Background: an optimization exercise with open tools, aiming at small area. Do not read the settings as production practice.
Where RTL was checked, it was by simulation tests only, not by an equivalence proof against the original.
Only the layout flow was run in runs 3 and 4; the RTL was not checked for function there.
Power and IR drop assume default switching activity.

$ cat design/flow/config.mk
export PLATFORM = sky130hd
export DESIGN_NAME = imem_loader
export DESIGN_NICKNAME = imem_loader
export VERILOG_FILES = /design/flow/design.v
export SDC_FILE = /design/flow/constraint.sdc
export NUM_CORES = 4
export LEC_CHECK = 0
export CAP_MARGIN = 20
export CORE_MARGIN = 2
export CORE_UTILIZATION = 40
export SLEW_MARGIN = 20
$ cat design/flow/design.v
module imem_loader #(
  parameter int DATA_WIDTH = 32,
  parameter int DEPTH      = 64,
  parameter int ADDR_W     = 6
) (
  input  logic          clk,
  input  logic          rst,
  input  logic          start,
  input  logic          byte_valid,
  input  logic [7:0]    byte_data,
  output logic          byte_ready,
  output logic          busy,
  output logic          cpu_hold,
  output logic          done,
  output logic          error,
  output logic [15:0]   load_count,
  input  logic [31:0]   address,
  output logic [31:0]   Instr
);
  typedef enum logic [2:0] {
    IDLE   = 3'd0,
    LEN_LO = 3'd1,
    LEN_HI = 3'd2,
    DATA   = 3'd3,
    DONE   = 3'd4
  } state_e;
  state_e state, next_state;
  logic [DATA_WIDTH-1:0] mem [DEPTH];
  logic [7:0]        len_lo;       
  logic [15:0]       n_words;      
  logic [1:0]        bidx;         
  logic [ADDR_W-1:0] widx;         
  logic [23:0]       shreg;        
  logic              error_q;
  logic [15:0]       load_count_q;
  logic        fire;               
  logic        wr_en;              
  logic [15:0] n_full;             
  logic        last_word;          
  assign byte_ready = (state == LEN_LO) || (state == LEN_HI) || (state == DATA);
  assign fire       = byte_valid && byte_ready;
  assign n_full     = {byte_data, len_lo};
  assign last_word  = (load_count_q + 16'd1) == n_words;
  assign busy       = (state != IDLE);
  assign cpu_hold   = busy;
  assign done       = (state == DONE);
  assign error      = error_q;
  assign load_count = load_count_q;
  always_ff @(posedge clk or posedge rst) begin
    if (rst) state <= IDLE;
    else     state <= next_state;
  end
  always_comb begin
    next_state = state;
    wr_en      = 1'b0;
    case (state)
      IDLE:   if (start) next_state = LEN_LO;
      LEN_LO: if (fire) next_state = LEN_HI;
      LEN_HI: begin
        if (fire) begin
          if (n_full == 16'd0)              next_state = DONE;
          else if (n_full > 16'(DEPTH))     next_state = IDLE;
          else                              next_state = DATA;
        end
      end
      DATA: begin
        if (fire && bidx == 2'd3) begin
          wr_en = 1'b1;
          if (last_word) next_state = DONE;
        end
      end
      DONE:    next_state = IDLE;
      default: next_state = IDLE;
    endcase
  end
  always_ff @(posedge clk or posedge rst) begin
    if (rst) begin
      len_lo       <= '0;
      n_words      <= '0;
      bidx         <= '0;
      widx         <= '0;
      shreg        <= '0;
      error_q      <= 1'b0;
      load_count_q <= '0;
    end else begin
      if (state == IDLE && start) begin
        error_q      <= 1'b0;
        load_count_q <= '0;
        bidx         <= '0;
        widx         <= '0;
      end
      if (state == LEN_LO && fire) len_lo <= byte_data;
      if (state == LEN_HI && fire) begin
        n_words <= n_full;
        if (n_full > 16'(DEPTH)) error_q <= 1'b1;
      end
      if (state == DATA && fire) begin
        if (bidx == 2'd3) begin
          bidx         <= '0;
          widx         <= widx + 1'b1;
          load_count_q <= load_count_q + 16'd1;
        end else begin
          shreg <= {byte_data, shreg[23:8]};
          bidx  <= bidx + 2'd1;
        end
      end
    end
  end
  always_ff @(posedge clk) begin
    if (wr_en) mem[widx] <= {byte_data, shreg};
  end
  assign Instr = mem[address[ADDR_W+1:2]];
  logic unused_addr_bits;
  assign unused_addr_bits = &{1'b0, address[31:ADDR_W+2], address[1:0]};
endmodule
$ cat design/flow/constraint.sdc
create_clock -name core_clock -period 7.0 [get_ports {clk}]
set_input_delay 1.4000 -clock core_clock [delete_from_list [all_inputs] [get_ports {clk}]]
set_output_delay 1.4000 -clock core_clock [all_outputs]
set_load 0.01 [all_outputs]
$ cat design/flow/run.sh
#!/bin/bash
# synth_recipe.tcl (not shown) runs the flow's synth.tcl, then flattens the netlist and writes it again
# the make line also repeats each setting of config.mk as NAME=value (left out here)
make -C /OpenROAD-flow-scripts/flow DESIGN_CONFIG=/design/flow/config.mk WORK_HOME=/design/flow/orfs CLKGATE_MAP_FILE= SYNTH_SCRIPT=/design/flow/synth_recipe.tcl finish
==> summary.txt, run 1 <==
- The clock passes through at most 3 buffers.
- In this run the post-CTS setup repair buffer count came out at 0.
- The critical path goes through buf_8 -> buf_12 -> mux4_2 -> mux4_2 -> a22oi_1 -> nand2_1 -> clkdlybuf4s50_1.
- Setup repair after global routing left no endpoint under its margin.
- The launching element type of the critical path is a primary input.
- The die boundary width is ~460 um.
- The core box area is 202300 um2.
- For the worst setup path, the data arrival time is a little under 5000 ps.
- The count of pins over their slew limit is 0.
- After synthesis, the most frequently instantiated cells are edfxtp_1 (2048), mux4_2 (628), nor2_1 (97), dfrtp_1 (76), clkbuf_1 (66).
- The sink count of the clock tree is 2124.
- The initial antenna violation count was 5.
- Among the stages of the critical path, the cell type that occurs most often is mux4_2.
- After synthesis the netlist holds a flip-flop and latch count of approximately 2100.
- The root buffer cell is clkbuf_16.
- The number of global-route vias before repair is 37730.
- The clock tree synthesis step divided the H-tree into 4 levels.
- Synthesis instantiated just under 50 different standard cells from the library.
- Using the TritonRoute via totals, the vias-per-cell ratio works out to 5.673.
- The die covers between 200000 and 250000 um2.
- The number of synthesis warnings is 1.
- Detailed placement ended at an HPWL of 111300 um.
- The maximum frequency from static timing analysis is 159.4 MHz.
- The number of buffers inserted by port buffering is 70.
- The endpoint class of the critical path is an output port.
- Dividing the final minimum period by the clock period gives 0.8963.
- The global routing usage summed across all routing layers is 0.1878.
- edfxtp_1 takes more of the synthesized area than any other cell.
- The most used standard cell by instance count after synthesis is edfxtp_1.
- The total grt overflow is 0.
- The count of max-cap constraint violations is 0.
- The hold violation total from the final report is 0.
- The relative slew slack is 0.2264.
- Of all nets on the critical path, the largest fanout is 33.
- The area of the multi-input gates is 17710 um2.
- Among all flip-flop cells after synthesis, the most frequent one is edfxtp_1.
- For this design the ratio of total power to cell area is just over 300 nW/um2.
- The placer's final routability congestion estimate is 0.7832.
- In this run the cell area of the synthesized design comes to 81560 um2.
- The share of synthesized area in the top cell type comes to 0.7541.
- The flow ran to the end and the layout has no timing, DRC or antenna violations.
- The count of boundary I/O pins is 97.
- In the final routed layout, each cell accounts on average for 29.99 um.
- The worst hold path belongs to the class reg -> reg.
- Entering global routing, the biggest net connects 69 pins.
- Setup violations remaining at the end of the flow were counted as 0.
- The delay of the slowest cell on the worst path is 770 ps.
- The critical-path cell with the highest stage delay is a22oi_1.
- The post-CTS clock slew at the launch and capture registers of the worst setup and hold paths is 60 ps.
- The overall via count from detail_route is 37090.
- In this run, post-CTS repair resized a total of 0 instances.
- The category of the most critical setup path is in -> out.
- Counting the fill cells in the layout gives roughly 17000.
- The clock buffer count from CTS is ~210.
- The cell area after placement is 86760 um2.
- The finished cells cover 93310 um2.
- The worst hold slack after final layout is 497.2 ps.
- In the final layout, the share of cells above drive strength 1 is 0.3209.
- The first global-routing pass estimated 280300 um of wire.
- The kind of cell with the highest combined delay on the critical path is buffers and inverters.
- On the final layout, the worst clock skew is between 20 and 25 ps.
- The final total negative setup slack is 0 ps.
- The synthesis-to-layout area growth is 14.42%.
- For this design, the CTS-stage hold fixing added 0 buffers.
- The number of search-and-repair iterations in the first detailed-routing pass is 6.
- Counting both buffers and inverters, the worst setup path holds a total of 3.
- The number of enable flip-flop cells after synthesis is between 2000 and 2500.
- The share of the Yosys chip area taken by registers is 0.7774.
- In the post-synthesis netlist, the biggest area contributors are edfxtp_1 (75%), mux4_2 (17%), dfrtp_1 (2.3%), mux2_2 (0.73%), nor2_1 (0.45%).
- At the later pin of the worst-skew pair, clock insertion delay measures between 800 and 900 ps.
- The floorplan step set the die height to 455.5 um.
- Across the VDD grid, the largest voltage drop is 241.5 uV.
- TritonCTS built the clock tree.
- The async set-reset flop share out of synthesis is 0.03578.
- The remaining number of nets flagged by the antenna check after routing is 0.
- The initial cell density of the core is 0.4031.
- At the worst endpoint, the required time is around 5600 ps.
- The final layout contains 3739 nets.
- In this run, the number of DRC markers left after iteration 0 of detailed routing was 4003.
- The sum of routed wire length over all layers is between 150000 and 200000 um.
- The post-route DRC violation count is 0.
- The post-synthesis instance total is 3424.
- The slew of the pin with the lowest slew margin is 1158 ps.
- The register area is 63480 um2.
- For the finished layout, the period the worst path requires is 6274 ps.
- In this run the static leakage power is 28.87 nW.
- The number of rows in the core area is 165.
- The average size of a mapped cell is 23.82 um2.
- The post-layout total power is between 20 and 30 mW.
-- placed cells by master (no fill, tap or decap), types with 10 or more instances in the layout --
master           netlist  layout
edfxtp_1            2048    2048
mux4_2               628     628
clkbuf_16              0     213
buf_4                 26     142
nor2_4                 0      64
nand2_1               58      58
clkdlybuf4s50_1        0      57
clkinv_1               0      56
mux2_2                53      53
dfrtp_1               76      53
clkbuf_1              66      49
a22oi_1               36      36
o21ai_0               34      34
nor2_1                97      31
clkinv_2               0      30
buf_12                 0      26
nor3_1                21      21
dfrtp_4                0      20
a211oi_1              19      19
mux2i_1               18      18
a21oi_1               18      18
nand3_1               17      17
nor2b_1               16      14
xnor2_1               14      14
o22ai_1               11      11
xor2_1                10      10
bufinv_16              0      10
buf_2                 56      10
-- layer usage --
layer | up-vias | part of all wire | track usage
met5 | - | 0 | 0
met4 | 0 | 0.017 | 0.04210
met3 | 249 | 0.057 | 0.02641
met2 | 1189 | 0.51 | 0.3159
met1 | 20380 | 0.42 | 0.2613
li1 | 15270 | - | -
-- report_power, final --
group / internal, mW / switching (mW)
clock network: 6.00 / 4.70
registers: 15.3 / 1.07
logic: 0.630 / 0.954
-- worst reg2reg max path, delay by kind of cell, from the launching register on --
kind,cells,cell delay (ps)
buf+inv,1,390
simple gates,6,2950
flops,1,450
-- worst paths after layout --
path                       startpoint         endpoint  slack [ps]  cells after the start
max                        address[2]        Instr[13]         730                      7
min                           bidx[0]          bidx[0]         500                      1
max reg2reg                  state[2]       mem[48][4]        2880                      7
min reg2reg                   bidx[0]          bidx[0]         500                      1
max in group asynchronous         rst         shreg[8]        4920                      3
min in group asynchronous         rst  load_count_q[1]         980                      2
-- logic make-up (layout without fill, tap and decap cells) --
group,count (synthesis),after routing,synth area share
mux,699,699,0.1829
compound gates,140,140,0.01118
xor+xnor,24,24,0.002577
other cells,0,2,0
fa+ha+maj,3,3,0.0004603
simple gates,246,246,0.01387
flops,2124,2124,0.7774
buf+inv,188,628,0.01157
-- flip-flops by register name, indices dropped and copies added, names as in the netlist, 2 cells and up --
signal,count
len_lo,8
shreg,24
widx,6
mem,2048
bidx,2
load_count_q,16
state,3
n_words,16
-- stage by stage --
step                      instances  setup slack (ps)  utilization
after global routing           6537             634.3       0.4612
after global placement         6153             871.5       0.4289
final                          6538             726.2       0.4612
after floorplan                3424              2342            -
after CTS                      6536             863.4       0.4609
after detailed placement       6153             856.4       0.4289
-- cell type report --
type	instances	share of cell area
Clock inverter	115	0.009614
Antenna cell	2	0.00005363
Sequential cell	2124	0.6803
Inverter	7	0.0003486
Multi-Input combinational cell	1112	0.1898
Clock buffer	268	0.05998
Tap cell	2672	0.03583
Timing Repair Buffer	238	0.02414
==> run 2: changes to the inputs <==
==> design/flow/design.v (replaced) <==
module imem_hold (
  input  logic q,
  input  logic e,
  input  logic en,
  input  logic w,
  output logic d
);
  assign d = (q | e) & (w | en);
endmodule
module imem_aoi3 (
  input  logic d0, d1, d2,
  input  logic s0, s1, s2,
  output logic y_n
);
  assign y_n = ~((d0 & s0) | (d1 & s1) | (d2 & s2));
endmodule
module imem_loader (
  input  logic          clk,
  input  logic          rst,
  input  logic          start,
  input  logic          byte_valid,
  input  logic [7:0]    byte_data,
  output logic          byte_ready,
  output logic          busy,
  output logic          cpu_hold,
  output logic          done,
  output logic          error,
  output logic [15:0]   load_count,
  input  logic [31:0]   address,
  output logic [31:0]   Instr
);
  localparam logic [2:0] IDLE   = 3'd0;
  localparam logic [2:0] LEN_LO = 3'd1;
  localparam logic [2:0] LEN_HI = 3'd2;
  localparam logic [2:0] DATA   = 3'd3;
  localparam logic [2:0] DONE   = 3'd4;
  logic [2:0]  state, next_state;
  logic [31:0] mem [64];
  logic [7:0]  len_lo;      
  logic [1:0]  bidx;        
  logic [23:0] shreg;       
  logic        error_q;
  logic [6:0]  cnt;         
  logic        fire, wr_en, len_big;
  logic [6:0]  cnt_inc;
  logic [31:0] wdata;
  assign byte_ready = (state == LEN_LO) || (state == LEN_HI) || (state == DATA);
  assign fire       = byte_valid && byte_ready;
  assign cnt_inc    = cnt + 7'd1;
  assign len_big    = (byte_data != 8'd0) || len_lo[7] || (len_lo[6] && (len_lo[5:0] != 6'd0));
  assign wr_en      = (state == DATA) && fire && (bidx == 2'd3);
  assign wdata      = {byte_data, shreg};
  assign busy       = (state != IDLE);
  assign cpu_hold   = busy;
  assign done       = (state == DONE);
  assign error      = error_q;
  assign load_count = {9'd0, cnt};
  always_comb begin
    next_state = state;
    case (state)
      IDLE:   if (start) next_state = LEN_LO;
      LEN_LO: if (fire) next_state = LEN_HI;
      LEN_HI: if (fire) begin
        if ({byte_data, len_lo} == 16'd0) next_state = DONE;
        else if (len_big)                 next_state = IDLE;
        else                              next_state = DATA;
      end
      DATA:   if (wr_en && cnt_inc == len_lo[6:0]) next_state = DONE;
      default: next_state = IDLE;
    endcase
  end
  always_ff @(posedge clk or posedge rst) begin
    if (rst) begin
      state   <= IDLE;
      error_q <= 1'b0;
      cnt     <= '0;
    end else begin
      state <= next_state;
      if (state == IDLE && start) begin
        error_q <= 1'b0;
        cnt     <= '0;
      end
      if (state == LEN_HI && fire && len_big) error_q <= 1'b1;
      if (wr_en) cnt <= cnt_inc;
    end
  end
  always_ff @(posedge clk) begin
    if (state == LEN_LO) len_lo <= byte_data;
    if (state != DATA)   bidx <= 2'd0;
    else if (fire)       bidx <= bidx + 2'd1;
    if (bidx == 2'd0) shreg[7:0]   <= byte_data;
    if (bidx == 2'd1) shreg[15:8]  <= byte_data;
    if (bidx == 2'd2) shreg[23:16] <= byte_data;
  end
  logic [63:0] we, we_n;
  logic [31:0] mem_d [64];
  always_comb begin
    we = '0;
    we[cnt[5:0]] = wr_en;
    we_n = ~we;
  end
  for (genvar k = 0; k < 64; k++) begin : g_word
    for (genvar j = 0; j < 32; j++) begin : g_bit
      imem_hold u_hold (.q(mem[k][j]), .e(we[k]), .en(we_n[k]), .w(wdata[j]), .d(mem_d[k][j]));
    end
    always_ff @(posedge clk) mem[k] <= mem_d[k];
  end
  logic [63:0] rsel;
  always_comb begin
    rsel = '0;
    rsel[address[7:2]] = 1'b1;
  end
  for (genvar j = 0; j < 32; j++) begin : g_rd
    logic [21:0] leg_n;
    for (genvar g = 0; g < 21; g++) begin : g_leg
      imem_aoi3 u_aoi (
        .d0(mem[3*g][j]), .d1(mem[3*g+1][j]), .d2(mem[3*g+2][j]),
        .s0(rsel[3*g]),   .s1(rsel[3*g+1]),   .s2(rsel[3*g+2]),
        .y_n(leg_n[g]));
    end
    assign leg_n[21] = ~(mem[63][j] & rsel[63]);
    assign Instr[j] = ~&leg_n;
  end
endmodule
--- a/design/flow/config.mk
+++ b/design/flow/config.mk
@@ -7,5 +7,9 @@
 export LEC_CHECK = 0
 export CAP_MARGIN = 20
 export CORE_MARGIN = 2
-export CORE_UTILIZATION = 40
+export CORE_UTILIZATION = 60
+export CTS_BUF_LIST = sky130_fd_sc_hd__clkbuf_4 sky130_fd_sc_hd__clkbuf_8
+export CTS_CLUSTER_SIZE = 30
+export GPL_TIMING_DRIVEN = 0
 export SLEW_MARGIN = 20
+export SYNTH_HIERARCHICAL = 1
==> summary.txt, run 2 <==
- The number of setup violations in the final report is 23 (was 0).
- The number of instances in the placed design is 7473 (was 6153).
- The number of fillers in the final layout was 7756 (was 16570).
- The maximum number of pins on one net before global-route repair is 50 (was 69).
- The ratio of total power to cell area is 273.7 nW/um2 (was 306.9 nW/um2).
- The number of global-route vias before repair is 60800 (was 37730).
- The area of the multi-input gates came to 29850 um2 (was 17710 um2).
- The slew of the pin with the lowest slew margin is 1171 ps (was 1158 ps).
- The synthesis-to-layout area growth is 24.52% (was 14.42%).
- The shortest clock period the worst path allows after layout is 7153 ps (was 6274 ps).
- The clock buffer count from CTS is 340 (was 209).
- The checks that failed were negative setup slack.
- The most common flop cell mapped by yosys was dfxtp_1 (was edfxtp_1).
- The count of pins over their slew limit is 0 (unchanged).
- The share of synthesized area occupied by flip-flops and latches is 0.5964 (was 0.7774).
- The clock insertion delay at the later pin of the skew report is 1030 ps (was 840 ps).
- The final core utilization is 0.7505 (was 0.4612).
- The number of synthesis warnings is 10 (was 1).
- The leading area contributor after synthesis is dfxtp_1 (was edfxtp_1).
- The H-tree depth is 5 (was 4).
- The final worst clock skew came to 64.12 ps (was 22.77 ps).
- Top cells by count, synth: dfxtp_1 (2050), o22a_1 (2048), a222oi_1 (672), nand2_1 (137), nand4_1 (130) (was edfxtp_1 (2048), mux4_2 (628), nor2_1 (97), dfrtp_1 (76), clkbuf_1 (66)).
- The endpoint class of the critical path was an output port (unchanged).
- The average size of a mapped cell came to 12.88 um2 (was 23.82 um2).
- The post-synthesis instance area is 70890 um2 (was 81560 um2).
- The total grt overflow is 0 (unchanged).
- The register with the highest flop count is mem (unchanged).
- The data arrival time at the worst-slack endpoint is 5750 ps (was 4870 ps).
- The worst hold slack after final layout came to 470.5 ps (was 497.2 ps).
- Commonest cells after routing, fill and taps aside: dfxtp_1 (2050), o22a_1 (2048), a222oi_1 (672), clkbuf_8 (419), buf_4 (174) (was edfxtp_1 (2048), mux4_2 (628), clkbuf_16 (213), buf_4 (142), nor2_4 (64)).
- The detailed-route vias per instance came to 7.826 (was 5.673).
- The topmost layer with routed signal wires is met5 (was met4).
- The launching element type of the critical path is a primary input (unchanged).
- The register area was 42280 um2 (was 63480 um2).
- The number of search-and-repair iterations in the first detailed-routing pass is 13 (was 6).
- The met2 wire length came to 121600 um (was 99450 um).
- The leading cell type in the layout, fill and taps excluded was dfxtp_1 (was edfxtp_1).
- The die boundary width is 347.7 um (was 455.5 um).
- The most used standard cell by instance count after synthesis is dfxtp_1 (was edfxtp_1).
- The number of rows in the core area came to 126 (was 165).
- The first-pass GRT wire length is 403500 um (was 280300 um).
- The final net count is 6392 (was 3739).
- The core box area is 117600 um2 (was 202300 um2).
- The sink count of the clock tree is 2093 (was 2124).
- The vertical extent of the die is 347.7 um (was 455.5 um).
- The met1 layer wirelength in the final routing came to 99890 um (was 82040 um).
- The period utilization is 1.022 (was 0.8963).
- The number of buffers on the longest clock path is 4 (was 3).
- The class of the tightest hold or removal check is reg -> reg (unchanged).
- The count of boundary I/O pins is 97 (unchanged).
- The remaining number of nets flagged by the antenna check after routing is 0 (unchanged).
- The number of enable flip-flop cells after synthesis is 32 (was 2048).
- The hold violation total from the final report is 0 (unchanged).
- The final HPWL from detailed placement is 187000 um (was 111300 um).
- The post-route DRC violation count is 0 (unchanged).
- The CTS tree is done (unchanged).
- The sum of routed wire length over all layers is 281000 um (was 196100 um).
- The relative slew slack came to 0.2154 (was 0.2264).
- The data required time at the worst endpoint is 5600 ps (about the same).
- The post-synthesis instance total is 5505 (was 3424).
- The worst supply voltage drop on vdd was 202.4 uV (was 241.5 uV).
- The overall via count from detail_route is 63410 (was 37090).
- The least setup slack across all paths after layout is -153.1 ps (was 726.2 ps).
- Biggest registers after layout: mem (2048), shreg (24), len_lo (8) (was mem (2048), shreg (24)).
- Status: failed layout checks (was timing/DRC/antenna clean).
- The number of buffers inserted by port buffering came to 59 (was 70).
- The fraction of layout instances using a drive strength above 1 is 0.1980 (was 0.3209).
- The share of the synthesized area in the top cell type is 0.5789 (was 0.7541).
- The post-CTS clock slew at the launch and capture registers of the worst setup and hold paths is 60 ps (about the same).
- The count of max-cap constraint violations is 0 (unchanged).
- The category of the most critical setup path is in -> out (unchanged).
- The number of non-filler instances in the completed layout is 8102 (was 6538).
- The detailed-routed wire length on met3 is 36190 um (was 11260 um).
- Leading post-synthesis cells by cell area: dfxtp_1 (58%), o22a_1 (25%), a222oi_1 (9.5%), edfxtp_1 (1.4%), nand4_1 (1.1%) (was edfxtp_1 (75%), mux4_2 (17%), dfrtp_1 (2.3%), mux2_2 (0.73%), nor2_1 (0.45%)).
- Unrepaired setup endpoints after global routing: yes (was no).
- The maximum frequency from static timing analysis came to 139.8 MHz (was 159.4 MHz).
- The flip-flop count of the largest register, all copies and words added came to 2048 (unchanged).
- The async set-reset flop share out of synthesis is 0.005256 (was 0.03578).
- The initial cell density of the core came to 0.6027 (was 0.4031).
- The leakage component of the power is 32.73 nW (was 28.87 nW).
- The number of distinct library cells after synthesis is 49 (unchanged).
- The placer's final routability congestion estimate is 1.051 (was 0.7832).
- The initial antenna violation count is 12 (was 5).
- The root buffer cell is clkbuf_8 (was clkbuf_16).
- The critical-path maximum fanout is 7 (was 33).
- The global routing usage summed across all routing layers is 0.4454 (was 0.1878).
- The initial detailed-routing violation count was 11000 (was 4003).
- The number of flip-flops and latches in the synthesized netlist was 2093 (was 2124).
- The post-layout total power is 24.16 mW (was 28.64 mW).
- The average wire per standard cell is 34.69 um (was 29.99 um).
- The floorplan die area came to 120900 um2 (was 207500 um2).
-- run 2: cell families (layout without fill, tap and decap cells) --
logic type	count (synthesis)	count (layout)	synth area share
AOI/OAI and AO/OA	2777	2777	0.3552
DFF	2093	2093	0.5964
and+or+nand+nor	550	550	0.03925
buffers and inverters	44	1093	0.003548
xor gates and xnor gates	27	27	0.003336
adders and majority gates	10	10	0.001765
muxes	3	3	0.0004236
other	1	13	0.00005290
-- run 2: final timing paths --
check	start	endpoint	slack [ps]	depth (start not counted)
setup / recovery	address[4]	Instr[16]	-150	13
hold / removal	mem[46][7]	mem[46][7]	470	1
setup reg to reg	cnt[0]	mem[7][12]	2050	10
hold reg to reg	mem[46][7]	mem[46][7]	470	1
max in group asynchronous	rst	cnt[6]	5810	2
min in group asynchronous	rst	state[1]	850	2
-- run 2: report_power, final --
group / total, mW / switching (mW) / internal (mW)
Clock: 10.8 / 4.70 / 6.06
Combinational: 1.27 / 0.823 / 0.443
Sequential: 12.1 / 0.128 / 12.0
-- run 2: stage by stage --
| stage | TNS (ps) | setup WS, ps | instance area (um2) |
|---|---|---|---|
| final | -1318 | -153.1 | 88270 |
| after global routing | -161.7 | -55.01 | 88260 |
| after CTS | -79.60 | -34.74 | 87910 |
| after detailed placement | -52240 | -1886 | 80220 |
| after global placement | -304280 | -6169 | 73430 |
| after floorplan | 0 | 213.7 | 70920 |
-- run 2: Yosys stat by module (local to each module, per instance) --
module / flops+latches / cell area (um2) / times used
imem_aoi3: 0 / 10.01 / 672
imem_loader: 2093 / 46220 / 1
imem_hold: 0 / 8.758 / 2048
-- run 2: metal layers --
metal,up-vias,global-route usage
met5,-,0
met4,18,0.3243
met3,1196,0.1369
met2,4681,0.6639
met1,31510,0.5463
li1,26000,-
-- run 2: area by class of cell --
class | count | area share
antenna | 4 | 0.0001134
buffer | 33 | 0.002948
clock buffer | 532 | 0.07494
clock inverter | 34 | 0.002764
inverter | 10 | 0.0004536
multi-input combinational | 3376 | 0.3382
sequential | 2093 | 0.4789
tap | 1536 | 0.02177
timing repair buffer | 484 | 0.07985
-- run 2: what timing repair did --
item,CTS,global route
pin swaps,122,78
resized for setup,181,42
setup buffers,35,20
hold buffers,0,0
endpoints found under the hold margin,0,0
setup endpoints to repair,32,32
cloned,4,5
-- run 2: worst max-delay path, cell delays in order --
cell and delay (ps):
buf_12 110, or4_4 530, or3_4 410, nand2_4 150, or3_4 210, buf_8 140
nor2_4 70, clkbuf_16 180, a222oi_1 580, nand4_1 490, or4_4 720, a2111o_1 430
dlygate4sd2_1 310
==> run 3: changes to the inputs <==
--- a/design/flow/design.v
+++ b/design/flow/design.v
@@ -13,6 +13,25 @@
   output logic y_n
 );
   assign y_n = ~((d0 & s0) | (d1 & s1) | (d2 & s2));
+endmodule
+module imem_dec64 (
+  input  logic [5:0]  a,
+  output logic [63:0] y
+);
+  logic [7:0] lo, hi;
+  for (genvar i = 0; i < 8; i++) begin : g_pre
+    assign lo[i] = (a[2:0] == 3'(i));
+    assign hi[i] = (a[5:3] == 3'(i));
+  end
+  for (genvar k = 0; k < 64; k++) begin : g_y
+    assign y[k] = hi[k/8] & lo[k%8];
+  end
+endmodule
+module imem_or22n (
+  input  logic [21:0] x_n,
+  output logic        y
+);
+  assign y = ~&x_n;
 endmodule
 module imem_loader (
   input  logic          clk,
@@ -106,10 +125,7 @@
     always_ff @(posedge clk) mem[k] <= mem_d[k];
   end
   logic [63:0] rsel;
-  always_comb begin
-    rsel = '0;
-    rsel[address[7:2]] = 1'b1;
-  end
+  imem_dec64 u_rdec (.a(address[7:2]), .y(rsel));
   for (genvar j = 0; j < 32; j++) begin : g_rd
     logic [21:0] leg_n;
     for (genvar g = 0; g < 21; g++) begin : g_leg
@@ -119,6 +135,6 @@
         .y_n(leg_n[g]));
     end
     assign leg_n[21] = ~(mem[63][j] & rsel[63]);
-    assign Instr[j] = ~&leg_n;
+    imem_or22n u_or (.x_n(leg_n), .y(Instr[j]));
   end
 endmodule
==> design/flow/config.mk (replaced) <==
export PLATFORM = sky130hd
export DESIGN_NAME = imem_loader
export DESIGN_NICKNAME = imem_loader
export VERILOG_FILES = /design/flow/design.v
export SDC_FILE = /design/flow/constraint.sdc
export NUM_CORES = 4
export LEC_CHECK = 0
export CAP_MARGIN = 20
export CORE_MARGIN = 2
export CORE_UTILIZATION = 55
export CTS_BUF_LIST = sky130_fd_sc_hd__clkbuf_16
export CTS_CLUSTER_DIAMETER = 150
export CTS_CLUSTER_SIZE = 24
export GPL_TIMING_DRIVEN = 0
export PLACE_DENSITY = 0.7
export SETUP_SLACK_MARGIN = 0.1
export SLEW_MARGIN = 20
export SYNTH_HIERARCHICAL = 1
==> summary.txt, run 3 <==
- The number of enable flip-flop cells after synthesis is 32 (unchanged).
- The worst-case register-to-register setup slack is 2010 ps (was 2050 ps).
- The endpoint of the worst hold path was mem[29][31] (was mem[46][7]).
- The post-synthesis instance total is 5494 (was 5505).
- The worst supply voltage drop on vdd is 219.1 uV (was 202.4 uV).
- The post-synthesis instance area is 70850 um2 (was 70890 um2).
- The clock insertion delay at the later pin of the skew report is 780 ps (was 1030 ps).
- The average wire per standard cell is 35.72 um (was 34.69 um).
- The floorplan die area was 131700 um2 (was 120900 um2).
- The number of global-route vias before repair came to 58020 (was 60800).
- The period utilization came to 1.023 (was 1.022).
- The critical-path cell with the highest stage delay is a222oi_1 (was or4_4).
- The register with the highest flop count was mem (unchanged).
- The count of pins over their slew limit is 0 (unchanged).
- The relative slew slack is 0.2576 (was 0.2154).
- Leading post-synthesis cells by cell area: dfxtp_1 (58%), o22a_1 (25%), a222oi_1 (9.5%), nand4_1 (1.5%), edfxtp_1 (1.4%) (was dfxtp_1 (58%), o22a_1 (25%), a222oi_1 (9.5%), edfxtp_1 (1.4%), nand4_1 (1.1%)).
- The count of boundary I/O pins came to 97 (unchanged).
- The final net count is 5995 (was 6392).
- The number of buffers inserted by port buffering is 60 (was 59).
- The least setup slack across all paths after layout is -163.1 ps (was -153.1 ps).
- The initial cell density of the core is 0.5549 (was 0.6027).
- The hold violation total from the final report came to 0 (unchanged).
- The final total negative setup slack is -619.3 ps (was -1318 ps).
- The launching element type of the critical path is a primary input (unchanged).
- Biggest registers after layout: mem (2048), shreg (24), len_lo (8) (unchanged).
- The number of rows in the core area is 131 (was 126).
- The vertical extent of the die was 362.9 um (was 347.7 um).
- The leakage component of the power is 29.01 nW (was 32.73 nW).
- The post-layout total power was 19.68 mW (was 24.16 mW).
- The final core utilization was 0.6555 (was 0.7505).
- The total grt overflow came to 0 (unchanged).
- The hold path startpoint was mem[29][31] (was mem[46][7]).
- Layout Check Failures: negative setup slack (unchanged).
- The class of the tightest hold or removal check is reg -> reg (unchanged).
- The count of buffering cells on the critical path with inverters included is 5 (was 4).
- The share of the synthesized area in the top cell type is 0.5793 (was 0.5789).
- Unrepaired setup endpoints after global routing: no (was yes).
- The final HPWL from detailed placement is 183400 um (was 187000 um).
- The number of buffers on the longest clock path is 3 (was 4).
- The slew of the pin with the lowest slew margin is 1110 ps (was 1171 ps).
- The leading area contributor after synthesis is dfxtp_1 (unchanged).
- The post-layout instance area is 83690 um2 (was 88270 um2).
- The remaining number of nets flagged by the antenna check after routing is 0 (unchanged).
- The initial detailed-routing violation count is 11190 (was 11000).
- The CTS tree is done (unchanged).
- The number of non-filler instances in the completed layout is 7626 (was 8102).
- The overall via count from detail_route was 60870 (was 63410).
- The number of distinct library cells after synthesis is 60 (was 49).
- The number of flip-flops and latches in the synthesized netlist came to 2093 (unchanged).
- The number of setup violations in the final report is 9 (was 23).
- The number of search-and-repair iterations in the first detailed-routing pass came to 13 (unchanged).
- The data arrival time at the worst-slack endpoint is 5760 ps (was 5750 ps).
- The root buffer cell was clkbuf_16 (was clkbuf_8).
- The detailed-route vias per instance is 7.982 (was 7.826).
- The share of synthesized area occupied by flip-flops and latches was 0.5967 (was 0.5964).
- The count of hold-fix buffers inserted at cts was 0 (unchanged).
- The delay of the slowest cell on the worst path is 960 ps (was 720 ps).
- The average size of a mapped cell is 12.90 um2 (was 12.88 um2).
- The shortest clock period the worst path allows after layout was 7163 ps (was 7153 ps).
- The clock buffer count from CTS is 97 (was 340).
- CP Cell Sequence: clkdlybuf4s15_2 -> buf_4 -> nand4b_1 -> buf_4 -> nor2_4 -> buf_12 -> a222oi_1 -> nand4_1 -> nor4_4 -> nand4_1 -> buf_2 (was buf_12 -> or4_4 -> or3_4 -> nand2_4 -> or3_4 -> buf_8 -> nor2_4 -> clkbuf_16 -> a222oi_1 -> nand4_1 -> or4_4 -> a2111o_1 -> dlygate4sd2_1).
- Commonest cells after routing, fill and taps aside: dfxtp_1 (2050), o22a_1 (2048), a222oi_1 (672), nand4_1 (167), nor2_4 (126) (was dfxtp_1 (2050), o22a_1 (2048), a222oi_1 (672), clkbuf_8 (419), buf_4 (174)).
- The sink count of the clock tree is 2093 (unchanged).
- The async set-reset flop share out of synthesis is 0.005256 (unchanged).
- The number of synthesis warnings is 10 (unchanged).
- The critical-path maximum fanout was 26 (was 7).
- The data required time at the worst endpoint is 5600 ps (about the same).
- The number of cells traversed by the worst hold path is 1 (unchanged).
- The cell count of the worst reg-to-reg path is 9 (was 10).
- The post-route DRC violation count is 0 (unchanged).
- The initial antenna violation count was 7 (was 12).
- The reg-to-reg startpoint was cnt[0] (unchanged).
- Status: failed layout checks (unchanged).
- The ratio of total power to cell area is 235.1 nW/um2 (was 273.7 nW/um2).
- The number of fillers in the final layout came to 9464 (was 7756).
- The category of the most critical setup path is in -> out (unchanged).
- The first-pass GRT wire length is 392700 um (was 403500 um).
- The maximum number of pins on one net before global-route repair was 47 (was 50).
- The final worst clock skew is 28.86 ps (was 64.12 ps).
- Top cells by count, synth: dfxtp_1 (2050), o22a_1 (2048), a222oi_1 (672), nand4_1 (167), nor2_1 (149) (was dfxtp_1 (2050), o22a_1 (2048), a222oi_1 (672), nand2_1 (137), nand4_1 (130)).
- The most used standard cell by instance count after synthesis is dfxtp_1 (unchanged).
- The flip-flop count of the largest register, all copies and words added is 2048 (unchanged).
- The maximum frequency from static timing analysis is 139.6 MHz (was 139.8 MHz).
- The global routing usage summed across all routing layers was 0.3983 (was 0.4454).
- The placer's final routability congestion estimate came to 1.069 (was 1.051).
- The count of max-cap constraint violations is 0 (unchanged).
- The post-CTS clock slew at the launch and capture registers of the worst setup and hold paths was 70 ps (was 60 ps).
- The die boundary width came to 362.9 um (was 347.7 um).
- The most common flop cell mapped by yosys was dfxtp_1 (unchanged).
- The reg-to-reg endpoint is mem[39][27] (was mem[7][12]).
- The H-tree depth is 3 (was 5).
- The fraction of layout instances using a drive strength above 1 is 0.1168 (was 0.1980).
- The kind of cell with the highest combined delay on the critical path is simple AND/OR/NAND/NOR gates (unchanged).
- The synthesis-to-layout area growth is 18.13% (was 24.52%).
- The leading cell type in the layout, fill and taps excluded is dfxtp_1 (unchanged).
- The number of instances in the placed design is 7495 (was 7473).
- The cell area after placement was 80650 um2 (was 80220 um2).
- The sum of routed wire length over all layers is 272400 um (was 281000 um).
- The core box area was 127700 um2 (was 117600 um2).
- The endpoint class of the critical path is an output port (unchanged).
## run 3: layout make-up
type | instances | area (um2) | area share
flip-flops and latches | 2093 | 42280 | 0.5051
multi-input cells | 3361 | 29890 | 0.3571
repair buffers | 345 | 6524 | 0.07795
clock buffers | 99 | 2477 | 0.02960
well taps | 1662 | 2079 | 0.02485
plain buffers | 39 | 284.0 | 0.003394
clock inverters | 15 | 123.9 | 0.001480
inverters | 8 | 30.03 | 0.0003588
diodes | 4 | 10.01 | 0.0001196
## run 3: repair_timing
item                       4_1_cts  5_1_grt
gates resized for setup         76       19
setup endpoints to repair       32       25
pin swaps                       31       15
setup buffers                   12        2
## run 3: how the worst max path moves through the flow
stage          startpoint        end  slack [ps]  depth (start not counted)
2_1_floorplan  address[3]   Instr[0]        2000                          5
3_3_place_gp   address[3]  Instr[14]       -2270                          9
5_1_grt        address[4]  Instr[18]         110                         12
6_report       address[2]  Instr[14]        -160                         11
3_5_place_dp   address[4]  Instr[10]       -1770                         10
4_1_cts        address[3]  Instr[10]          70                         11
## run 3: per-stage QoR
stage | hold slack [ps] | setup WS [ps]
after floorplan | 447.5 | 1996
after global placement | 452.5 | -2266
after detailed placement | 461.2 | -1766
after CTS | 481.6 | 70.65
after global routing | 483.7 | 110.0
final | 477.6 | -163.1
## run 3: per-module statistics from Yosys (local to each module, per instance)
module | cell area (um2) | flops+latches | cells inside | times used
imem_dec64 | 469.2 | 0 | 95 | 1
imem_or22n | 46.29 | 0 | 7 | 32
imem_loader | 44230 | 2093 | 2455 | 1
imem_hold | 8.758 | 0 | 1 | 2048
imem_aoi3 | 10.01 | 0 | 1 | 672
## run 3: per-layer routing
layer	up-vias	part of all wire	GRT usage	routed length [um]
met5	-	0.00018	0	50
met4	8	0.071	0.2420	19370
met3	916	0.13	0.1226	36050
met2	4189	0.43	0.5922	116500
met1	30740	0.37	0.5076	100400
li1	25010	-	-	-
## run 3: logic make-up (layout without fill, tap and decap cells)
logic type,count (synthesis),in the layout,share of synthesized area
compound gates,2745,2745,0.3508
xor+xnor,20,20,0.002844
simple gates,580,580,0.04503
buf+inv,48,506,0.003408
mux,1,1,0.0001413
fa+ha+maj,6,6,0.001060
other cells,1,13,0.00005293
flops,2093,2093,0.5967
## run 3: where the power goes
| group | leakage [nW] | switching, mW | internal [mW] | total [mW] |
|---|---|---|---|---|
| Clock | 1.31 | 3.77 | 2.56 | 6.33 |
| Sequential | 17.0 | 0.112 | 12.0 | 12.1 |
| Combinational | 10.7 | 0.794 | 0.446 | 1.24 |
| Total | 29.0 | 4.68 | 15.0 | 19.7 |
==> run 4: changes to the inputs <==
--- a/design/flow/design.v
+++ b/design/flow/design.v
@@ -7,6 +7,29 @@
 );
   assign d = (q | e) & (w | en);
 endmodule
+module imem_and2 (
+  input  logic a,
+  input  logic b,
+  output logic y
+);
+  assign y = a & b;
+endmodule
+module imem_nand2 (
+  input  logic a,
+  input  logic b,
+  output logic y_n
+);
+  assign y_n = ~(a & b);
+endmodule
+module imem_dec8 (
+  input  logic [2:0] a,
+  input  logic       en,
+  output logic [7:0] y
+);
+  for (genvar i = 0; i < 8; i++) begin : g_y
+    assign y[i] = en && (a == 3'(i));
+  end
+endmodule
 module imem_aoi3 (
   input  logic d0, d1, d2,
   input  logic s0, s1, s2,
@@ -14,24 +37,13 @@
 );
   assign y_n = ~((d0 & s0) | (d1 & s1) | (d2 & s2));
 endmodule
-module imem_dec64 (
-  input  logic [5:0]  a,
-  output logic [63:0] y
-);
-  logic [7:0] lo, hi;
-  for (genvar i = 0; i < 8; i++) begin : g_pre
-    assign lo[i] = (a[2:0] == 3'(i));
-    assign hi[i] = (a[5:3] == 3'(i));
-  end
-  for (genvar k = 0; k < 64; k++) begin : g_y
-    assign y[k] = hi[k/8] & lo[k%8];
-  end
-endmodule
-module imem_or22n (
-  input  logic [21:0] x_n,
+module imem_or22 (
+  input  logic [20:0] x_n,
+  input  logic        d,
+  input  logic        s,
   output logic        y
 );
-  assign y = ~&x_n;
+  assign y = ~&x_n | (d & s);
 endmodule
 module imem_loader (
   input  logic          clk,
@@ -111,30 +123,34 @@
     if (bidx == 2'd1) shreg[15:8]  <= byte_data;
     if (bidx == 2'd2) shreg[23:16] <= byte_data;
   end
+  logic [7:0]  wlo, whi;
   logic [63:0] we, we_n;
   logic [31:0] mem_d [64];
-  always_comb begin
-    we = '0;
-    we[cnt[5:0]] = wr_en;
-    we_n = ~we;
-  end
+  imem_dec8 u_wlo (.a(cnt[2:0]), .en(wr_en), .y(wlo));
+  imem_dec8 u_whi (.a(cnt[5:3]), .en(1'b1),  .y(whi));
   for (genvar k = 0; k < 64; k++) begin : g_word
+    imem_and2  u_we  (.a(wlo[k%8]), .b(whi[k/8]), .y(we[k]));
+    imem_nand2 u_wen (.a(wlo[k%8]), .b(whi[k/8]), .y_n(we_n[k]));
     for (genvar j = 0; j < 32; j++) begin : g_bit
       imem_hold u_hold (.q(mem[k][j]), .e(we[k]), .en(we_n[k]), .w(wdata[j]), .d(mem_d[k][j]));
     end
     always_ff @(posedge clk) mem[k] <= mem_d[k];
   end
+  logic [7:0]  rlo, rhi;
   logic [63:0] rsel;
-  imem_dec64 u_rdec (.a(address[7:2]), .y(rsel));
+  imem_dec8 u_rlo (.a(address[4:2]), .en(1'b1), .y(rlo));
+  imem_dec8 u_rhi (.a(address[7:5]), .en(1'b1), .y(rhi));
+  for (genvar k = 0; k < 64; k++) begin : g_rsel
+    imem_and2 u_rs (.a(rlo[k%8]), .b(rhi[k/8]), .y(rsel[k]));
+  end
   for (genvar j = 0; j < 32; j++) begin : g_rd
-    logic [21:0] leg_n;
+    logic [20:0] leg_n;
     for (genvar g = 0; g < 21; g++) begin : g_leg
       imem_aoi3 u_aoi (
         .d0(mem[3*g][j]), .d1(mem[3*g+1][j]), .d2(mem[3*g+2][j]),
         .s0(rsel[3*g]),   .s1(rsel[3*g+1]),   .s2(rsel[3*g+2]),
         .y_n(leg_n[g]));
     end
-    assign leg_n[21] = ~(mem[63][j] & rsel[63]);
-    imem_or22n u_or (.x_n(leg_n), .y(Instr[j]));
+    imem_or22 u_or (.x_n(leg_n), .d(mem[63][j]), .s(rsel[63]), .y(Instr[j]));
   end
 endmodule
==> summary.txt, run 4 <==
- The placer's final routability congestion estimate is 0.9468 (was 1.069).
- The share of synthesized area occupied by flip-flops and latches came to 0.5972 (was 0.5967).
- The CTS tree is done (unchanged).
- The slew of the pin with the lowest slew margin is 1132 ps (was 1110 ps).
- The post-synthesis instance total is 5435 (was 5494).
- The clock buffer count from CTS was 97 (unchanged).
- The H-tree depth is 3 (unchanged).
- The remaining number of nets flagged by the antenna check after routing is 0 (unchanged).
- Biggest registers after layout: mem (2048), shreg (24), len_lo (8) (unchanged).
- The count of boundary I/O pins was 97 (unchanged).
- The mux cell area share after synthesis is 0.0002828 (was 0.0001413).
- The maximum frequency from static timing analysis is 140.7 MHz (was 139.6 MHz).
- The average size of a mapped cell is 13.02 um2 (was 12.90 um2).
- The count of hold-fix buffers inserted at cts came to 0 (unchanged).
- The number of buffers inserted by port buffering is 60 (unchanged).
- The arithmetic-cell share of the synthesized area counting full adders, half adders and majority gates came to 0.0008838 (was 0.001060).
- The leading area contributor after synthesis is dfxtp_1 (unchanged).
- The count of pins over their slew limit is 0 (unchanged).
- The sink count of the clock tree is 2093 (unchanged).
- The average wire per standard cell was 33.64 um (was 35.72 um).
- The async set-reset flop share out of synthesis was 0.005256 (unchanged).
- The cell area after placement is 78710 um2 (was 80650 um2).
- The number of synthesis warnings is 10 (unchanged).
- The critical-path maximum fanout is 16 (was 26).
- The share of the synthesized area in the top cell type is 0.5798 (was 0.5793).
- The initial cell density of the core is 0.5544 (was 0.5549).
- The fraction of layout instances using a drive strength above 1 was 0.1038 (was 0.1168).
- The post-synthesis share of cell area spent on xor and xnor gates is 0.001237 (was 0.002843).
- The floorplan die area is 131600 um2 (was 131700 um2).
- The cell count of the worst reg-to-reg path is 8 (was 9).
- The category of the most critical setup path was in -> out (unchanged).
- The least setup slack across all paths after layout is -106.9 ps (was -163.1 ps).
- The final total negative setup slack is -128.2 ps (was -619.3 ps).
- The shortest clock period the worst path allows after layout is 7107 ps (was 7163 ps).
- The largest family of logic cells by synthesized area is compound AO/OA/AOI/OAI gates (unchanged).
- Leading post-synthesis cells by cell area: dfxtp_1 (58%), o22a_1 (25%), a222oi_1 (9.5%), edfxtp_1 (1.4%), and2_1 (1.2%) (was dfxtp_1 (58%), o22a_1 (25%), a222oi_1 (9.5%), nand4_1 (1.5%), edfxtp_1 (1.4%)).
- The data required time at the worst endpoint is 5600 ps (about the same).
- The endpoint class of the critical path is an output port (unchanged).
- The number of global-route vias before repair came to 56000 (was 58020).
- The most common flop cell mapped by yosys is dfxtp_1 (unchanged).
- The initial antenna violation count was 10 (was 7).
- Layout Check Failures: negative setup slack (unchanged).
- The hold violation total from the final report is 0 (unchanged).
- The number of enable flip-flop cells after synthesis is 32 (unchanged).
- The number of fillers in the final layout is 9693 (was 9464).
- The post-route DRC violation count is 0 (unchanged).
- The data arrival time at the worst-slack endpoint was 5710 ps (was 5760 ps).
- The most used standard cell by instance count after synthesis is dfxtp_1 (unchanged).
- The vertical extent of the die came to 362.8 um (was 362.9 um).
- The post-layout instance area is 81640 um2 (was 83690 um2).
- The number of rows in the core area is 131 (unchanged).
- The number of cells traversed by the worst hold path is 1 (unchanged).
- Commonest cells after routing, fill and taps aside: dfxtp_1 (2050), o22a_1 (2048), a222oi_1 (672), nand4_1 (131), and2_2 (124) (was dfxtp_1 (2050), o22a_1 (2048), a222oi_1 (672), nand4_1 (167), nor2_4 (126)).
- The synthesis-to-layout area growth is 15.33% (was 18.13%).
- The number of search-and-repair iterations in the first detailed-routing pass is 13 (unchanged).
- The leakage component of the power is 29.14 nW (was 29.01 nW).
- The number of distinct library cells after synthesis was 48 (was 60).
- The number of buffers on the longest clock path is 3 (unchanged).
- The die boundary width was 362.8 um (was 362.9 um).
- The final net count is 5883 (was 5995).
- Top cells by count, synth: dfxtp_1 (2050), o22a_1 (2048), a222oi_1 (672), nand2_1 (135), and2_1 (132) (was dfxtp_1 (2050), o22a_1 (2048), a222oi_1 (672), nand4_1 (167), nor2_1 (149)).
- The class of the tightest hold or removal check is reg -> reg (unchanged).
- The final HPWL from detailed placement was 169000 um (was 183400 um).
- The ratio of total power to cell area was 234.4 nW/um2 (was 235.1 nW/um2).
- The simple logic cell fraction of the synthesized area is 0.04368 (was 0.04503).
- The initial detailed-routing violation count is 9484 (was 11190).
- The post-synthesis instance area is 70790 um2 (was 70850 um2).
- Status: failed layout checks (unchanged).
- The flip-flop count of the largest register, all copies and words added is 2048 (unchanged).
- The total grt overflow was 0 (unchanged).
- The worst supply voltage drop on vdd came to 222.4 uV (was 219.1 uV).
- The post-CTS clock slew at the launch and capture registers of the worst setup and hold paths is 80 ps (was 70 ps).
- The number of setup violations in the final report came to 2 (was 9).
- The final core utilization came to 0.6394 (was 0.6555).
- The launching element type of the critical path was a primary input (unchanged).
- The period utilization is 1.015 (was 1.023).
- The final worst clock skew is 34.62 ps (was 28.86 ps).
- The area fraction in compound gates after synthesis is 0.3545 (was 0.3508).
- The root buffer cell is clkbuf_16 (unchanged).
- The sum of routed wire length over all layers came to 252700 um (was 272400 um).
- The clock insertion delay at the later pin of the skew report was 740 ps (was 780 ps).
- The overall via count from detail_route is 59100 (was 60870).
- The detailed-route vias per instance came to 7.868 (was 7.982).
- The buffer count from post-CTS setup fixing is 0 (was 12).
- The first-pass GRT wire length is 367200 um (was 392700 um).
- The number of flip-flops and latches in the synthesized netlist was 2093 (unchanged).
- The global routing usage summed across all routing layers was 0.3687 (was 0.3983).
- The maximum number of pins on one net before global-route repair is 49 (was 47).
- Unrepaired setup endpoints after global routing: no (unchanged).
- The core box area is 127700 um2 (unchanged).
- The leading cell type in the layout, fill and taps excluded is dfxtp_1 (unchanged).
- The relative slew slack was 0.2432 (was 0.2576).
- The register with the highest flop count is mem (unchanged).
- The count of max-cap constraint violations was 0 (unchanged).
## run 4: cell types whose count changed after synthesis, moves of 17 or more
cell | before | now
nand3_1 | 3 | 35
and2_1 | 6 | 132
clkbuf_1 | 17 | 0
nor2_1 | 149 | 10
and4_1 | 34 | 0
nand4_1 | 167 | 131
a211oi_1 | 0 | 32
## run 4: what timing repair did
action | 4_1_cts | 5_1_grt
gates cloned | 0 | 0
endpoints found under the setup margin | 30 | 23
pin swaps | 26 | 7
gates resized for setup | 54 | 7
## run 4: per-layer routing
layer | track usage | share of wire | vias to the layer above
met5 | 0 | 0.00061 | -
met4 | 0.1800 | 0.056 | 14
met3 | 0.1102 | 0.13 | 668
met2 | 0.5463 | 0.43 | 3824
met1 | 0.4907 | 0.38 | 29900
li1 | - | - | 24690
## run 4: layout make-up
type	instances	area (um2)	area share
sequential	2093	42280	0.5178
multi-input combinational	3350	29240	0.3582
timing repair buffer	269	5336	0.06537
clock buffer	97	2427	0.02973
tap	1662	2079	0.02547
clock inverter	16	132.6	0.001625
buffer	14	112.6	0.001379
inverter	9	33.78	0.0004138
antenna	1	2.502	0.00003065
## run 4: power by group
group | internal (mW) | switching [mW] | leakage (nW) | total, mW
combinational | 0.315 | 0.503 | 10.9 | 0.819
clock | 2.52 | 3.72 | 1.29 | 6.24
sequential | 12.0 | 0.104 | 17.0 | 12.1
## run 4: logic make-up after synthesis
kind of cell	count (synthesis)
XOR/XNOR	10
AND/OR/NAND/NOR	522
flip-flops	2093
buffers and inverters	23
other	2
multiplexers	2
adder cells (fa/ha/maj)	5
AO/OA/AOI/OAI	2778
## run 4: modules after synthesis, one instance, submodules excluded
| module | flops+latches | cells inside | times used |
|---|---|---|---|
| imem_loader | 2093 | 2203 | 1 |
| imem_dec8 | 0 | 8 | 4 |
| imem_hold | 0 | 1 | 2048 |
| imem_or22 | 0 | 9 | 32 |
| imem_and2 | 0 | 1 | 128 |
| imem_nand2 | 0 | 1 | 64 |
| imem_aoi3 | 0 | 1 | 672 |
## run 4: path summary, 6_finish.rpt
| check | from | slack, ps | endpoint |
|---|---|---|---|
| setup / recovery | address[3] | -110 | Instr[24] |
| hold / removal | mem[10][8] | 480 | mem[10][8] |
| setup reg to reg | state[2] | 3730 | mem[48][31] |
| hold reg to reg | mem[10][8] | 480 | mem[10][8] |
| max in group asynchronous | rst | 5700 | cnt[1] |
| min in group asynchronous | rst | 970 | state[0] |
## run 4: per-stage QoR
step / total power, mW / instances / hold slack (ps) / setup WS, ps
after global routing: 19.60 / 7510 / 490.1 / 112.2
final: 19.14 / 7511 / 477.5 / -106.9
after CTS: 19.15 / 7509 / 482.8 / 101.9
after floorplan: 12.66 / 5466 / 447.5 / 2648
after global placement: 12.97 / 7188 / 452.7 / -1438
after detailed placement: 13.14 / 7396 / 460.5 / -641.3
## run 4: worst max-delay path: stages
cell	delay [ps]
dlygate4sd2_1	410
and4b_2	400
and2_2	420
a222oi_1	570
nand4_1	680
nor4_4	820
nand2_1	380
clkdlybuf4s50_1	590
==> run 5: changes to the inputs <==
--- a/design/flow/design.v
+++ b/design/flow/design.v
@@ -37,13 +37,43 @@
 );
   assign y_n = ~((d0 & s0) | (d1 & s1) | (d2 & s2));
 endmodule
+module imem_nand4 (
+  input  logic a, b, c, d,
+  output logic y_n
+);
+  assign y_n = ~(a & b & c & d);
+endmodule
+module imem_nand3 (
+  input  logic a, b, c,
+  output logic y_n
+);
+  assign y_n = ~(a & b & c);
+endmodule
+module imem_nor2 (
+  input  logic a, b,
+  output logic y_n
+);
+  assign y_n = ~(a | b);
+endmodule
 module imem_or22 (
   input  logic [20:0] x_n,
   input  logic        d,
   input  logic        s,
   output logic        y
 );
-  assign y = ~&x_n | (d & s);
+  logic [21:0] l_n;
+  logic [5:0]  grp;
+  logic [2:0]  pair_n;
+  assign l_n[20:0] = x_n;
+  imem_nand2 u_last (.a(d), .b(s), .y_n(l_n[21]));
+  for (genvar i = 0; i < 5; i++) begin : g_n4
+    imem_nand4 u_n4 (.a(l_n[4*i]), .b(l_n[4*i+1]), .c(l_n[4*i+2]), .d(l_n[4*i+3]), .y_n(grp[i]));
+  end
+  imem_nand2 u_n2 (.a(l_n[20]), .b(l_n[21]), .y_n(grp[5]));
+  for (genvar i = 0; i < 3; i++) begin : g_o2
+    imem_nor2 u_o2 (.a(grp[2*i]), .b(grp[2*i+1]), .y_n(pair_n[i]));
+  end
+  imem_nand3 u_out (.a(pair_n[0]), .b(pair_n[1]), .c(pair_n[2]), .y_n(y));
 endmodule
 module imem_loader (
   input  logic          clk,
==> design/flow/flow/run.sh (new file) <==
#!/bin/bash
# Layout flow for imem_loader: the standard synthesis unchanged, then the
# standard ORFS steps with three changes:
#  - ports are buffered with buf_2 instead of the default delay-cell buffer,
#  - the repair steps may not use the largest buffers (buf_8/12/16),
#  - clock tree: clkbuf_16 only, larger sink clusters, no dummy loads.
# Each tool's output goes to its own log file in this folder.
set -uo pipefail

PLATFORM_DONT_USE="sky130_fd_sc_hd__probe_p_8 sky130_fd_sc_hd__probec_p_8 \
 sky130_fd_sc_hd__lpflow_bleeder_1 sky130_fd_sc_hd__lpflow_clkbufkapwr_1 \
 sky130_fd_sc_hd__lpflow_clkbufkapwr_16 sky130_fd_sc_hd__lpflow_clkbufkapwr_2 \
 sky130_fd_sc_hd__lpflow_clkbufkapwr_4 sky130_fd_sc_hd__lpflow_clkbufkapwr_8 \
 sky130_fd_sc_hd__lpflow_clkinvkapwr_1 sky130_fd_sc_hd__lpflow_clkinvkapwr_16 \
 sky130_fd_sc_hd__lpflow_clkinvkapwr_2 sky130_fd_sc_hd__lpflow_clkinvkapwr_4 \
 sky130_fd_sc_hd__lpflow_clkinvkapwr_8 sky130_fd_sc_hd__lpflow_decapkapwr_12 \
 sky130_fd_sc_hd__lpflow_decapkapwr_3 sky130_fd_sc_hd__lpflow_decapkapwr_4 \
 sky130_fd_sc_hd__lpflow_decapkapwr_6 sky130_fd_sc_hd__lpflow_decapkapwr_8 \
 sky130_fd_sc_hd__lpflow_inputiso0n_1 sky130_fd_sc_hd__lpflow_inputiso0p_1 \
 sky130_fd_sc_hd__lpflow_inputiso1n_1 sky130_fd_sc_hd__lpflow_inputiso1p_1 \
 sky130_fd_sc_hd__lpflow_inputisolatch_1 sky130_fd_sc_hd__lpflow_isobufsrc_1 \
 sky130_fd_sc_hd__lpflow_isobufsrc_16 sky130_fd_sc_hd__lpflow_isobufsrc_2 \
 sky130_fd_sc_hd__lpflow_isobufsrc_4 sky130_fd_sc_hd__lpflow_isobufsrc_8 \
 sky130_fd_sc_hd__lpflow_isobufsrckapwr_16 \
 sky130_fd_sc_hd__lpflow_lsbuf_lh_hl_isowell_tap_1 \
 sky130_fd_sc_hd__lpflow_lsbuf_lh_hl_isowell_tap_2 \
 sky130_fd_sc_hd__lpflow_lsbuf_lh_hl_isowell_tap_4 \
 sky130_fd_sc_hd__lpflow_lsbuf_lh_isowell_4 \
 sky130_fd_sc_hd__lpflow_lsbuf_lh_isowell_tap_1 \
 sky130_fd_sc_hd__lpflow_lsbuf_lh_isowell_tap_2 \
 sky130_fd_sc_hd__lpflow_lsbuf_lh_isowell_tap_4"
EXTRA_DONT_USE="sky130_fd_sc_hd__buf_8 sky130_fd_sc_hd__buf_12 sky130_fd_sc_hd__buf_16 \
 sky130_fd_sc_hd__bufbuf_8 sky130_fd_sc_hd__bufbuf_16 sky130_fd_sc_hd__bufinv_8 \
 sky130_fd_sc_hd__bufinv_16 sky130_fd_sc_hd__clkdlybuf4s15_1 sky130_fd_sc_hd__clkdlybuf4s15_2 \
 sky130_fd_sc_hd__clkdlybuf4s18_1 sky130_fd_sc_hd__clkdlybuf4s18_2 \
 sky130_fd_sc_hd__clkdlybuf4s25_1 sky130_fd_sc_hd__clkdlybuf4s25_2 \
 sky130_fd_sc_hd__clkdlybuf4s50_1 sky130_fd_sc_hd__clkdlybuf4s50_2"

# 1. Standard synthesis, unchanged.
bash standard.sh synth > synth.log 2>&1 || { echo "synthesis failed; see synth.log"; exit 1; }

# 2. Floorplan to final layout.
bash standard.sh finish \
  "DONT_USE_CELLS=$PLATFORM_DONT_USE $EXTRA_DONT_USE" \
  "BUFFER_PORTS_ARGS=-buffer_cell sky130_fd_sc_hd__buf_2" \
  "CTS_ARGS=-sink_clustering_enable -repair_clock_nets -buf_list sky130_fd_sc_hd__clkbuf_16 -sink_clustering_size 24 -sink_clustering_max_diameter 150 -dont_use_dummy_load" \
  > layout.log 2>&1 || { echo "layout failed; see layout.log"; tail -30 layout.log; exit 1; }

test -f out/final.def || { echo "no out/final.def"; exit 1; }
==> design/flow/standard.sh (new file) <==
#!/bin/bash
# synth_recipe.tcl (not shown) runs the flow's synth.tcl, then flattens the netlist and writes it again
# the make line also repeats each setting of config.mk as NAME=value (left out here)
make -C /OpenROAD-flow-scripts/flow DESIGN_CONFIG=/design/flow/config.mk WORK_HOME=/design/flow/orfs CLKGATE_MAP_FILE= SYNTH_SCRIPT=/design/flow/synth_recipe.tcl "${@:-finish}"
==> design/flow/config.mk (replaced) <==
export PLATFORM = sky130hd
export DESIGN_NAME = imem_loader
export DESIGN_NICKNAME = imem_loader
export VERILOG_FILES = /design/flow/design.v
export SDC_FILE = /design/flow/constraint.sdc
export NUM_CORES = 4
export LEC_CHECK = 0
export CAP_MARGIN = 5
export CORE_MARGIN = 2
export CORE_UTILIZATION = 55
export GPL_TIMING_DRIVEN = 0
export PLACE_DENSITY = 0.7
export SETUP_SLACK_MARGIN = 0.2
export SLEW_MARGIN = 5
export SYNTH_HIERARCHICAL = 1
removed: design/flow/run.sh
==> summary.txt, run 5 <==
- The final core utilization is 0.6039 (was 0.6394).
- The number of global-route vias before repair is 54190 (was 56000).
- The count of boundary I/O pins is 97 (unchanged).
- The clock buffer count from CTS is 97 (unchanged).
- The post-synthesis instance total is 5498 (was 5435).
- The final total negative setup slack is 0 ps (was -128.2 ps).
- Status: timing/DRC/antenna clean (was failed layout checks).
- The hold path startpoint is mem[7][24] (was mem[10][8]).
- The buffer count from post-CTS setup fixing is 0 (unchanged).
- The H-tree depth is 3 (unchanged).
- The worst hold slack after final layout came to 477.2 ps (was 477.5 ps).
- The maximum number of pins on one net before global-route repair is 50 (was 49).
- The remaining number of nets flagged by the antenna check after routing is 0 (unchanged).
- Biggest registers after layout: mem (2048), shreg (24), len_lo (8) (unchanged).
- The post-layout total power is 18.97 mW (was 19.14 mW).
- The global routing usage summed across all routing layers was 0.3546 (was 0.3687).
- The relative slew slack is 0.07220 (was 0.2432).
- The number of rows in the core area is 131 (unchanged).
- The ratio of total power to cell area is 246.0 nW/um2 (was 234.4 nW/um2).
- The initial detailed-routing violation count is 8904 (was 9484).
- The leakage component of the power is 27.21 nW (was 29.14 nW).
- The worst supply voltage drop on vdd is 204.4 uV (was 222.4 uV).
- The number of buffers on the longest clock path came to 3 (unchanged).
- The core box area is 127700 um2 (unchanged).
- The count of max-cap constraint violations was 0 (unchanged).
- The async set-reset flop share out of synthesis was 0.005256 (unchanged).
- The critical-path maximum fanout was 32 (was 16).
- The flip-flop count of the largest register, all copies and words added is 2048 (unchanged).
- The final HPWL from detailed placement was 142000 um (was 169000 um).
- The number of distinct library cells after synthesis came to 46 (was 48).
- The fraction of layout instances using a drive strength above 1 is 0.08140 (was 0.1038).
- The period utilization was 0.9638 (was 1.015).
- The number of synthesis warnings is 10 (unchanged).
- The first-pass GRT wire length is 353200 um (was 367200 um).
- The post-layout instance area is 77100 um2 (was 81640 um2).
- The number of setup violations in the final report is 0 (was 2).
- The count of hold-fix buffers inserted at cts is 0 (unchanged).
- The initial antenna violation count came to 10 (unchanged).
- The post-synthesis instance area is 70850 um2 (was 70790 um2).
- Unrepaired setup endpoints after global routing: no (unchanged).
- The die boundary width is 362.9 um (was 362.8 um).
- The class of the tightest hold or removal check was reg -> reg (unchanged).
- The detailed-route vias per instance is 7.797 (was 7.868).
- The number of enable flip-flop cells after synthesis was 32 (unchanged).
- The cell count of the worst reg-to-reg path is 8 (unchanged).
- The number of search-and-repair iterations in the first detailed-routing pass is 13 (unchanged).
- The root buffer cell is clkbuf_16 (unchanged).
- The initial cell density of the core was 0.5549 (was 0.5544).
- The synthesis-to-layout area growth is 8.832% (was 15.33%).
- The vertical extent of the die was 362.9 um (was 362.8 um).
- The placer's final routability congestion estimate is 0.8693 (was 0.9468).
- Top cells by count, synth: dfxtp_1 (2050), o22a_1 (2048), a222oi_1 (672), nand4_1 (160), nand2_1 (138) (was dfxtp_1 (2050), o22a_1 (2048), a222oi_1 (672), nand2_1 (135), and2_1 (132)).
- The launching element type of the critical path was a primary input (unchanged).
- The reg-to-reg startpoint is state[2] (unchanged).
- The average wire per standard cell is 32.92 um (was 33.64 um).
- The endpoint class of the critical path is an output port (unchanged).
- The data arrival time at the worst-slack endpoint is 5350 ps (was 5710 ps).
- The total grt overflow came to 0 (unchanged).
- The hold violation total from the final report is 0 (unchanged).
- The share of synthesized area occupied by flip-flops and latches is 0.5967 (was 0.5972).
- The count of pins over their slew limit is 0 (unchanged).
- The sink count of the clock tree is 2093 (unchanged).
- The post-route DRC violation count is 0 (unchanged).
- The register with the highest flop count was mem (unchanged).
- The number of buffers inserted by port buffering is 60 (unchanged).
- The average size of a mapped cell is 12.89 um2 (was 13.02 um2).
- The leading cell type in the layout, fill and taps excluded is dfxtp_1 (unchanged).
- The most common flop cell mapped by yosys is dfxtp_1 (unchanged).
- Leading post-synthesis cells by cell area: dfxtp_1 (58%), o22a_1 (25%), a222oi_1 (9.5%), nand4_1 (1.4%), edfxtp_1 (1.4%) (was dfxtp_1 (58%), o22a_1 (25%), a222oi_1 (9.5%), edfxtp_1 (1.4%), and2_1 (1.2%)).
- The shortest clock period the worst path allows after layout is 6747 ps (was 7107 ps).
- Commonest cells after routing, fill and taps aside: dfxtp_1 (2050), o22a_1 (2048), a222oi_1 (672), nand4_1 (160), and2_2 (121) (was dfxtp_1 (2050), o22a_1 (2048), a222oi_1 (672), nand4_1 (131), and2_2 (124)).
- The most used standard cell by instance count after synthesis is dfxtp_1 (unchanged).
- The cell area after placement is 74550 um2 (was 78710 um2).
- The maximum frequency from static timing analysis was 148.2 MHz (was 140.7 MHz).
- The category of the most critical setup path is in -> out (unchanged).
- The overall via count from detail_route is 58010 (was 59100).
- The CTS tree is done (unchanged).
- The source of the critical timing path is address[2] (was address[3]).
- The final worst clock skew is 68.22 ps (was 34.62 ps).
- The number of cells traversed by the worst hold path is 1 (unchanged).
- The leading area contributor after synthesis is dfxtp_1 (unchanged).
- The clock insertion delay at the later pin of the skew report is 760 ps (was 740 ps).
- The number of flip-flops and latches in the synthesized netlist is 2093 (unchanged).
- The post-CTS clock slew at the launch and capture registers of the worst setup and hold paths is 40 ps (was 80 ps).
- The data required time at the worst endpoint was 5600 ps (about the same).
- The share of the synthesized area in the top cell type is 0.5793 (was 0.5798).
- The slew of the pin with the lowest slew margin was 1392 ps (was 1132 ps).
- The final net count was 5825 (was 5883).
- The floorplan die area came to 131700 um2 (was 131600 um2).
- The count of instances resized after the clock tree is built is 0 (was 54).
- The sum of routed wire length over all layers came to 244900 um (was 252700 um).
==> run 5: cell types whose count changed after synthesis, sizes merged, moves of 3 or more <==
cell / change
nor2: +99
a211oi: -32
nor4: -31
nand4: +29
buf: -3
inv: -3
nand2: +3
o31ai: -3
or4: -3
==> run 5: worst max-delay path, stage by stage <==
cell,delay (ps)
buf_2,150
and4bb_2,390
and2_1,660
a222oi_1,900
nand4_1,580
nor2_1,650
nand3_1,320
buf_2,250
==> run 5: worst paths after layout <==
check                      slack (ps)           to
min in group asynchronous         620     state[0]
min reg2reg                       480   mem[7][24]
max reg2reg                      3340  mem[40][14]
max in group asynchronous        6070       cnt[1]
max                               250    Instr[16]
min                               480   mem[7][24]
==> run 5: final cells by class <==
| class | instances | area [um2] |
|---|---|---|
| Timing Repair Buffer | 148 | 1321 |
| Buffer | 12 | 90.09 |
| Antenna cell | 3 | 7.507 |
| Sequential cell | 2093 | 42280 |
| Clock buffer | 97 | 2427 |
| Fill cell | 10350 | 50580 |
| Multi-Input combinational cell | 3417 | 28860 |
| Inverter | 7 | 38.79 |
| Tap cell | 1662 | 2079 |
==> run 5: where the power goes <==
group	internal [mW]	switching (mW)
combinational	0.231	0.496
sequential	12.0	0.118
clock	2.48	3.67
total	14.7	4.28
==> run 5: per-stage QoR <==
stage	setup WS (ps)	std cells
after floorplan	2649	5529
after global placement	167.0	7251
after detailed placement	725.3	7335
after CTS	716.5	7432
after global routing	409.6	7438
final	253.1	7439
==> run 5: per-module statistics from Yosys (local to each module, per instance), a selection <==
module | flip-flops and latches | times used | cells | area (um2)
imem_and2 | 0 | 128 | 1 | 6.256
imem_aoi3 | 0 | 672 | 1 | 10.01
imem_dec8 | 0 | 4 | 8 | 96.34
imem_hold | 0 | 2048 | 1 | 8.758
imem_loader | 2093 | 1 | 2202 | 42990
imem_nand2 | 0 | 128 | 1 | 3.754
imem_nand3 | 0 | 32 | 1 | 5.005
imem_nand4 | 0 | 160 | 1 | 6.256
imem_nor2 | 0 | 96 | 1 | 3.754
==> run 5: logic make-up after synthesis <==
family	Yosys count	synth area share
other	2	0.0001060
buffers and inverters	19	0.001819
adders and majority gates	5	0.0008830
xor gates and xnor gates	11	0.001360
muxes	2	0.0002826
and+or+nand+nor	622	0.04867
AOI/OAI and AO/OA	2744	0.3502
DFF	2093	0.5967
==> run 5: metal layers <==
layer | global-route usage | wire length (um) | vias to the layer above
met3 | 0.08991 | 29260 | 551
li1 | - | - | 24530
met5 | 0 | 40 | -
met4 | 0.1784 | 13220 | 6
met2 | 0.5287 | 106200 | 3411
met1 | 0.4779 | 96240 | 29510

==> what the ideal ports hide <==
No port has a modelled driver above. Below, the same layouts with a new extraction and two added sets of constraints. Step 1 (the two cells are an assumption about what drives the block):
set clk [get_ports {clk}]
set_driving_cell -lib_cell sky130_fd_sc_hd__clkbuf_16 $clk
set_driving_cell -lib_cell sky130_fd_sc_hd__buf_2 [delete_from_list [all_inputs] $clk]
Step 2 also shifts input and output timing later by t, the mid clock arrival at the registers, as if the neighbouring blocks saw the same clock. Slacks: ideal ports / drivers / drivers and shift; pairs: ideal ports / drivers.
run | t, ns | slack for setup (ns) | slew at the worst register clock pin (ns)
run 1 | 0.919 | 0.726 / 0.670 / 0.670 | 0.07 / 0.07
run 2 | 1.086 | -0.153 / -0.208 / -0.208 | 0.08 / 0.08
run 3 | 0.835 | -0.163 / -0.184 / -0.184 | 0.11 / 0.11
run 4 | 0.812 | -0.107 / -0.208 / -0.208 | 0.11 / 0.11
run 5 | 0.812 | 0.253 / 0.116 / 0.116 | 0.10 / 0.10
For run 5, which loses most, drivers alone change the setup slack by -0.137 ns; drivers and shift together by -0.137 ns.
